From an optimization exercise on the open Yosys and OpenROAD flow, aimed at small area and a short achievable clock period; shortcuts taken in it are not production practice. Function was checked by simulation only, so behaviour that the tests miss may differ from the original. Power figures rest on the tool's default switching activity, not on a simulated workload.

## regfile_sb
module regfile_sb #(
  parameter int DATA_W     = regfile_pkg::DATA_W_DEF,
  parameter int ADDR_W     = regfile_pkg::ADDR_W_DEF,
  parameter int NUM_RD     = 4,
  parameter bit ZERO_REG   = 1'b1,
  parameter int INIT_IDENT = 15
) (
  input  logic                       clk,
  input  logic                       reset,
  input  logic [NUM_RD-1:0]          rd_en,
  input  logic [NUM_RD*ADDR_W-1:0]   rd_addr,
  output logic [NUM_RD*DATA_W-1:0]   rd_data,
  output logic [NUM_RD-1:0]          rd_busy,
  input  logic                       wr_en,
  input  logic [ADDR_W-1:0]          wr_addr,
  input  logic [DATA_W-1:0]          wr_data,
  input  logic                       iss_en,
  input  logic [ADDR_W-1:0]          iss_addr,
  input  logic                       flush,
  output logic [ADDR_W:0]            pend_cnt
);
==> flow/config.mk <==
export PLATFORM = sky130hd
export DESIGN_NAME = regfile_sb
export DESIGN_NICKNAME = regfile_sb
export VERILOG_FILES = /design/flow/design.v
export SDC_FILE = /design/flow/constraint.sdc
export NUM_CORES = 4
export LEC_CHECK = 0
export CAP_MARGIN = 10
export CELL_PAD_IN_SITES_DETAIL_PLACEMENT = 1
export CELL_PAD_IN_SITES_GLOBAL_PLACEMENT = 1
export CORE_MARGIN = 2
export CORE_UTILIZATION = 30
export PLACE_DENSITY = 0.35
export SETUP_SLACK_MARGIN = 4.5
export SLEW_MARGIN = 10
export SYNTH_HIERARCHICAL = 1
export TNS_END_PERCENT = 0
==> flow/constraint.sdc <==
create_clock -name core_clock -period 7.5 [get_ports {clk}]
set_input_delay 1.5000 -clock core_clock [delete_from_list [all_inputs] [get_ports {clk}]]
set_output_delay 1.5000 -clock core_clock [all_outputs]
set_load 0.01 [all_outputs]
standard.sh (not shown) runs the stock make flow with config.mk's settings and CLKGATE_MAP_FILE= SYNTH_SCRIPT=/design/flow/synth_recipe.tcl, a recipe that flattens the netlist after the stock synthesis.
==> flow/flow/run.sh <==
#!/bin/bash
# Standard ORFS layout, with smaller port buffers and a CTS with smaller clock
# buffers and no dummy loads.
set -uo pipefail
export BUFFER_PORTS_ARGS="-buffer_cell sky130_fd_sc_hd__buf_2"
export CTS_ARGS="-sink_clustering_enable -repair_clock_nets -dont_use_dummy_load -buf_list {sky130_fd_sc_hd__clkbuf_8} -root_buf sky130_fd_sc_hd__clkbuf_16 -sink_clustering_size 20 -sink_clustering_max_diameter 60"
bash standard.sh finish > flow_standard.log 2>&1
rc=$?
for f in orfs/logs/sky130hd/regfile_sb/base/*.log; do cp "$f" "log_$(basename "$f")" 2>/dev/null || true; done
exit $rc
Change:
- CAP_MARGIN: 10 -> 20
- SLEW_MARGIN: 10 -> 20
What happened:
- die area does not change
- global-route usage barely changes
- clock power stays flat
- non-clock buffer count came out higher by 13
- worst setup slack improves by 0.13 ns
- count of clock-buffer cells in the layout came out higher by 1


## P
Another version of the RTL of regfile_sb (not shown whole).
Size: about 210 I/O pins, ~58000 um2 of cells after synthesis.
clock: 7.5 ns
lec_check: 0
cap_margin: 20
cell_pad_in_sites_detail_placement: 1
cell_pad_in_sites_global_placement: 1
core_margin: 2
core_utilization: 30
place_density: 0.35
setup_slack_margin: 5.0
slew_margin: 20
synth_hierarchical: 1
tns_end_percent: 0
Scripts as last shown in full above: flow/flow/run.sh
P completed; timing, DRC and antenna clean
For Q, these inputs were changed with respect to P:
Settings: SETUP_SLACK_MARGIN changed from 5.0 to 4.5.
### Flow results
Compared with P, in Q combinational power share roughly the same, filler cell count neither gained nor lost much.
P → Q: worst-path maximum fanout now sits lower, maximum ir drop on the vdd rail went down by 0.0028 mV.
| clock skew | Q vs P | worse |
Critical path depth: Q vs P down 2
The sequential fraction of total cell area was comparable across Q and P.


Setup of build 49:
Another version of the RTL of regfile_sb (not shown whole).
Size: about 210 I/O pins, about 58,000 um2 of cells after synthesis.
export LEC_CHECK = 0
export CAP_MARGIN = 20
export CELL_PAD_IN_SITES_DETAIL_PLACEMENT = 1
export CELL_PAD_IN_SITES_GLOBAL_PLACEMENT = 0
export CORE_MARGIN = 2
export CORE_UTILIZATION = 30
export PLACE_DENSITY = 0.35
export SETUP_SLACK_MARGIN = 4.5
export SLEW_MARGIN = 20
export SYNTH_HIERARCHICAL = 1
export TNS_END_PERCENT = 0
create_clock -name core_clock -period 7.5 [get_ports {clk}]
==> flow/flow/run.sh <==
#!/bin/bash
# Standard ORFS layout, with smaller port buffers and a CTS with smaller clock
# buffers and no dummy loads.
set -uo pipefail
export BUFFER_PORTS_ARGS="-buffer_cell sky130_fd_sc_hd__buf_2"
export CTS_ARGS="-sink_clustering_enable -repair_clock_nets -dont_use_dummy_load -buf_list {sky130_fd_sc_hd__clkbuf_8} -root_buf sky130_fd_sc_hd__clkbuf_16 -sink_clustering_size 18 -sink_clustering_max_diameter 50"
bash standard.sh finish > flow_standard.log 2>&1
rc=$?
for f in orfs/logs/sky130hd/regfile_sb/base/*.log; do cp "$f" "log_$(basename "$f")" 2>/dev/null || true; done
exit $rc
No stage failed in build 49, and the final checks on the layout all came back clean.
For build 21, these inputs were changed with respect to build 49:
==> flow/flow/run.sh <==
#!/bin/bash
# Standard ORFS layout, with smaller port buffers and a CTS with smaller clock
# buffers and no dummy loads.
set -uo pipefail
export BUFFER_PORTS_ARGS="-buffer_cell sky130_fd_sc_hd__buf_2"
export CTS_ARGS="-sink_clustering_enable -repair_clock_nets -dont_use_dummy_load -buf_list {sky130_fd_sc_hd__clkbuf_8} -root_buf sky130_fd_sc_hd__clkbuf_16 -sink_clustering_size 20 -sink_clustering_max_diameter 60"
bash standard.sh finish > flow_standard.log 2>&1
rc=$?
for f in orfs/logs/sky130hd/regfile_sb/base/*.log; do cp "$f" "log_$(basename "$f")" 2>/dev/null || true; done
exit $rc
-- flow/config.mk --
<<< build 49, line 9
export CELL_PAD_IN_SITES_DETAIL_PLACEMENT = 1
export CELL_PAD_IN_SITES_GLOBAL_PLACEMENT = 0
export CORE_MARGIN = 2
>>> build 21, line 9
export CELL_PAD_IN_SITES_DETAIL_PLACEMENT = 1
export CELL_PAD_IN_SITES_GLOBAL_PLACEMENT = 1
export CORE_MARGIN = 2
Results
Build 21 improves on build 49 in highest achievable clock rate.
Build 49 has a lower hold slack than build 21.
Taking build 49 as the reference, in build 21 normalized max-slew margin fell 2.0 points; number of antenna violations at the first check in global routing rose 1; minimum setup slack after placement fell 0.087 ns.
Changes in build 6 relative to build 21:
==> flow/flow/run.sh <==
#!/bin/bash
# Standard ORFS layout, with smaller port buffers and a CTS with smaller clock
# buffers and no dummy loads.
set -uo pipefail
export BUFFER_PORTS_ARGS="-buffer_cell sky130_fd_sc_hd__buf_2"
export CTS_ARGS="-sink_clustering_enable -repair_clock_nets -dont_use_dummy_load -buf_list {sky130_fd_sc_hd__clkbuf_8} -root_buf sky130_fd_sc_hd__clkbuf_16 -sink_clustering_size 18 -sink_clustering_max_diameter 50"
bash standard.sh finish > flow_standard.log 2>&1
rc=$?
for f in orfs/logs/sky130hd/regfile_sb/base/*.log; do cp "$f" "log_$(basename "$f")" 2>/dev/null || true; done
exit $rc
Notes after the runs:
- Build 6 vs build 21, fraction of area in registers went down by 0.21 points.
- Clock buffer count in the final layout (build 6 over build 21): increase, 34
- Taking build 21 as the reference, in build 6 post-layout instance area went up, number of global-route vias before repair did not really move, via count did not really move, area growth from synthesis to layout went up.
- Cell count: build 6 higher than build 21

==> static timing again, ports no longer ideal <==
No port has a modelled driver above. Below, the same layouts with a new extraction and two added sets of constraints.
Step 1: set_driving_cell puts a clkbuf_16 on clk and a buf_2 on each other input, an assumption about the parent block.
Step 2, shift: input delay + t, output delay - t, t = (earliest + latest rising clock arrival at the registers) / 2. This alone moves slack from input paths to output paths.
Slacks: ideal / step 1 / step 2; pairs: ideal / step 1.
run | shift t [ns] | slack for setup (ns) | worst slew at a driven data input, ns
the first run of note 1 | 0.866 | 3.973 / 4.030 / 3.164 | 0.08
the second run of note 1 | 0.877 | 4.102 / 4.024 / 3.148 | 0.26
P | 0.879 | 4.088 / 4.134 / 3.255 | 0.14
Q | 0.875 | 4.106 / 4.134 / 3.259 | 0.17
build 49 | 0.889 | 4.158 / 4.133 / 3.244 | 0.21
build 21 | 0.894 | 4.189 / 4.149 / 3.255 | 0.26
build 6 | 0.904 | 4.195 / 4.181 / 3.277 | 0.27
After both steps setup and hold are still met in every run listed. The setup slack of the second run of note 1, which loses most, moves by -0.078 ns with the drivers and by -0.954 ns with both steps.
